Source: an optimization exercise on an open RTL-to-GDS flow (aim: a short achievable clock period and few clock cycles). Production flows keep margins and buffers that such runs may drop.
Where RTL was checked, it was by simulation tests only, not by an equivalence proof against the original.
No activity file was given, so power comes from the tool's default toggle rates.

== build 56 ==
// pipelineTop
module pipelineTop (
	input logic CLK,
	input logic RSTB,
	input logic imemWrite,
	input logic [5:0] imemAddr,
	input logic [31:0] imemData,
	input logic run,
	output logic wbWrite,
	output logic [3:0] wbDst,
	output logic [15:0] wbData
);
Settings: LEC_CHECK=0, CAP_MARGIN=20, CORE_MARGIN=2, CORE_UTILIZATION=80, CTS_CLUSTER_DIAMETER=60, CTS_CLUSTER_SIZE=24, HOLD_SLACK_MARGIN=0.05, SETUP_SLACK_MARGIN=2.0, SLEW_MARGIN=20; clock period 3.6 ns.
run.sh (not shown) runs the stock make flow with config.mk's settings and CLKGATE_MAP_FILE= SYNTH_SCRIPT=/design/flow/synth_recipe.tcl, a recipe that flattens the netlist after the stock synthesis.
Build 56 completed every stage of the flow, and the final layout passed the timing, DRC and antenna checks.
Testbench counts of build 56, summed over its fixed seeds: cycles 6,336.
--- input diff build 56..build 74 ---
Settings: CORE_UTILIZATION now 85, was 80; CTS_CLUSTER_SIZE now 30, was 24.
==> summary.txt <==
Sort build 56 and build 74 by count of H-tree levels built during CTS asc -> top: build 74
On number of buffers added to fix hold violations after cts: between build 56 and build 74, it ends up higher for build 56.
global routing (5_1_grt): build 74 exited with error
Going from build 56 to build 74, mean cell area of the mapped netlist closely matched the old numbers, number of primary I/O pins now sits at about the same level, setup fix buffers added after clock tree synthesis now smaller.
Diff build 56 -> build 74: clock tree buffer depth now sits at about the same level, total half-perimeter wirelength after legalization and detailed placement now sits higher, die extent in y shrank by about 3%, cell count after placement lower, TritonCTS buffer count dropped about 17%.
[diff] post-place setup slack, build 74 relative to build 56: regression
Inputs modified between build 74 and build 14:
Settings: CORE_UTILIZATION now 60, was 85; CTS_CLUSTER_DIAMETER now 100, was 60; CTS_CLUSTER_SIZE now 24, was 30.
### Flow results
Build 14 finished all stages; the layout is clean.
Diff build 74 -> build 14: die extent in y grew by 19%, CTS H-tree depth grew by 1, placement row count grew by 19%, setup slack at placement grew by 0.026 ns.
Placer's final routability congestion estimate came out lower on build 14 than on build 74.
### build 14 -> build 28
Settings: changing CTS_CLUSTER_DIAMETER from 100 to 80; changing CTS_CLUSTER_SIZE from 24 to 30; changing CORE_UTILIZATION from 60 to 70.
Buffer count from post-CTS setup fixing went down by more than a quarter going from build 14 to build 28.
Build 28 ended up with a lower clock-buffer cell count than build 14 did.
Build 14 has a higher power spent charging and discharging nets than build 28.
Build 28: all stages complete, timing, DRC and antenna checks passed

== run a ==
pipelineTop, a different RTL version from the one above (not shown whole).
Size in the first run: roughly 3,500 cells after synthesis, ~1,400 flip-flops, ~63 I/O pins, roughly 50,000 µm² of cells after synthesis.
Settings: LEC_CHECK=0, CAP_MARGIN=20, CORE_MARGIN=2, CORE_UTILIZATION=60, HOLD_SLACK_MARGIN=0.05, SETUP_SLACK_MARGIN=2.0, SLEW_MARGIN=20; clock period 3.6 ns.
What run b does differently from run a at the input level:
- setting CTS_CLUSTER_SIZE to 24 for the first time
- setting CTS_CLUSTER_DIAMETER to 100 for the first time
==> comparison <==
- Run b: all stages complete, timing, DRC and antenna checks passed
- Run a completed end to end with timing, DRC and antenna clean.
- The net switching power of the design of run b was superior to that of run a.
- Compared with run a, in run b area used by sequential logic in the layout stayed essentially flat; fmax climbed 2.5%; final critical delay including setup and external delays decreased by 0.048 ns relative to the old numbers.
- Run b vs run a — critical path depth rose 7.
- Taking run a as the reference, in run b core utilization dropped 2.9 points; total routed wirelength dropped 1.5%.
No functional check of the RTL was part of any run of this note.

Another version of the RTL of pipelineTop (not shown whole).
Size: about 1400 flip-flops, roughly 63 I/O pins, roughly 53000 um^2 of cells after synthesis.
export LEC_CHECK = 0
export CAP_MARGIN = 20
export CORE_MARGIN = 2
export CORE_UTILIZATION = 60
export CTS_CLUSTER_DIAMETER = 100
export CTS_CLUSTER_SIZE = 24
export HOLD_SLACK_MARGIN = 0.05
export SETUP_SLACK_MARGIN = 2.0
export SLEW_MARGIN = 20
create_clock -name core_clock -period 3.6 [get_ports {CLK}]
standard.sh (not shown) runs the stock make flow with config.mk's settings and CLKGATE_MAP_FILE= SYNTH_SCRIPT=/design/flow/synth_recipe.tcl, a recipe that flattens the netlist after the stock synthesis.
==> flow/flow/run.sh <==
#!/bin/bash
# The standard layout, except that after placement each flip-flop that
# drives an output port is moved next to that port's buffer (see
# pull_outputs.tcl). Each tool's output goes to its own log here.
set -euo pipefail
R=orfs/results/$FLOW_PLATFORM/pipelineTop/base
bash standard.sh place > standard_place.log 2>&1
ODB_IN=$R/3_place.odb ODB_OUT=$R/3_place.odb \
	openroad -no_init -exit flow/pull_outputs.tcl > pull_outputs.log 2>&1
bash standard.sh > standard_finish.log 2>&1
==> flow/flow/pull_outputs.tcl <==
# Move each flip-flop that drives an output port, through the port's
# buffer, next to that buffer, then legalize the placement.
read_db $::env(ODB_IN)
set block [ord::get_db_block]
set moved 0
foreach bterm [$block getBTerms] {
  if {[$bterm getIoType] != "OUTPUT"} { continue }
  set net [$bterm getNet]
  set buf ""
  foreach it [$net getITerms] {
    if {[$it isOutputSignal]} { set buf [$it getInst] }
  }
  if {$buf == ""} { continue }
  set innet ""
  foreach it [$buf getITerms] {
    if {[$it isInputSignal]} { set innet [$it getNet] }
  }
  if {$innet == ""} { continue }
  set ff ""
  foreach it [$innet getITerms] {
    if {[$it isOutputSignal]} { set ff [$it getInst] }
  }
  if {$ff == ""} { continue }
  if {![[$ff getMaster] isSequential]} { continue }
  set bl [$buf getLocation]
  $ff setLocation [lindex $bl 0] [lindex $bl 1]
  incr moved
  puts "moved [$ff getName] next to [$buf getName] for [$bterm getName]"
}
puts "moved $moved flip-flops"
detailed_placement
check_placement -verbose
write_db $::env(ODB_OUT)
Testbench counts at the start, summed over its fixed seeds: cycles 6,241.
Edit:
--- a/flow/flow/pull_outputs.tcl
+++ b/flow/flow/pull_outputs.tcl
@@ -2 +2,3 @@
-# buffer, next to that buffer, then legalize the placement.
+# buffer, next to that buffer, then legalize the placement. The pair is
+# then left as it is by later repairs: a larger port buffer would only
+# load the flip-flop more.
@@ -26,0 +29,2 @@
+  $ff setDoNotTouch 1
+  $buf setDoNotTouch 1
Effect: The new run ended with an error in clock tree synthesis (4_1_cts); synthesized cell count stays the same; area after synthesis is unchanged.

[static timing again, ports no longer ideal]
Ports are ideal in the flow. The routed layouts listed here were re-timed in OpenROAD.
Step 1 sets driving cells, clkbuf_16 on the clock port and buf_2 on the other inputs (assumed; they add their load-dependent delay and slew).
Step 2 times the ports against the registers' clock, not the clock port: input delays grow and output delays shrink by t, the midpoint of the rising clock arrivals with the driver on.
Slacks: no drivers / after step 1 / after step 2; pairs: no drivers / after step 1.
run	t, ns	setup WS [ns]	worst register clock-pin slew, ns	worst slew at a driven data input, ns
build 56	0.726	1.694 / 1.627 / 0.999	0.13 / 0.13	0.11
build 14	0.714	1.705 / 1.626 / 1.317	0.10 / 0.10	0.08
build 28	0.723	1.674 / 1.601 / 1.253	0.12 / 0.12	0.08
run a	0.774	1.624 / 1.556 / 1.230	0.06 / 0.06	0.10
run b	0.716	1.672 / 1.613 / 1.310	0.10 / 0.10	0.10
the first run of note 3	0.735	1.686 / 1.610 / 1.246	0.11 / 0.11	0.06
After both steps every run listed still meets setup and hold. For build 56, which loses most, drivers alone change the setup slack by -0.067 ns; drivers and shift together by -0.695 ns.
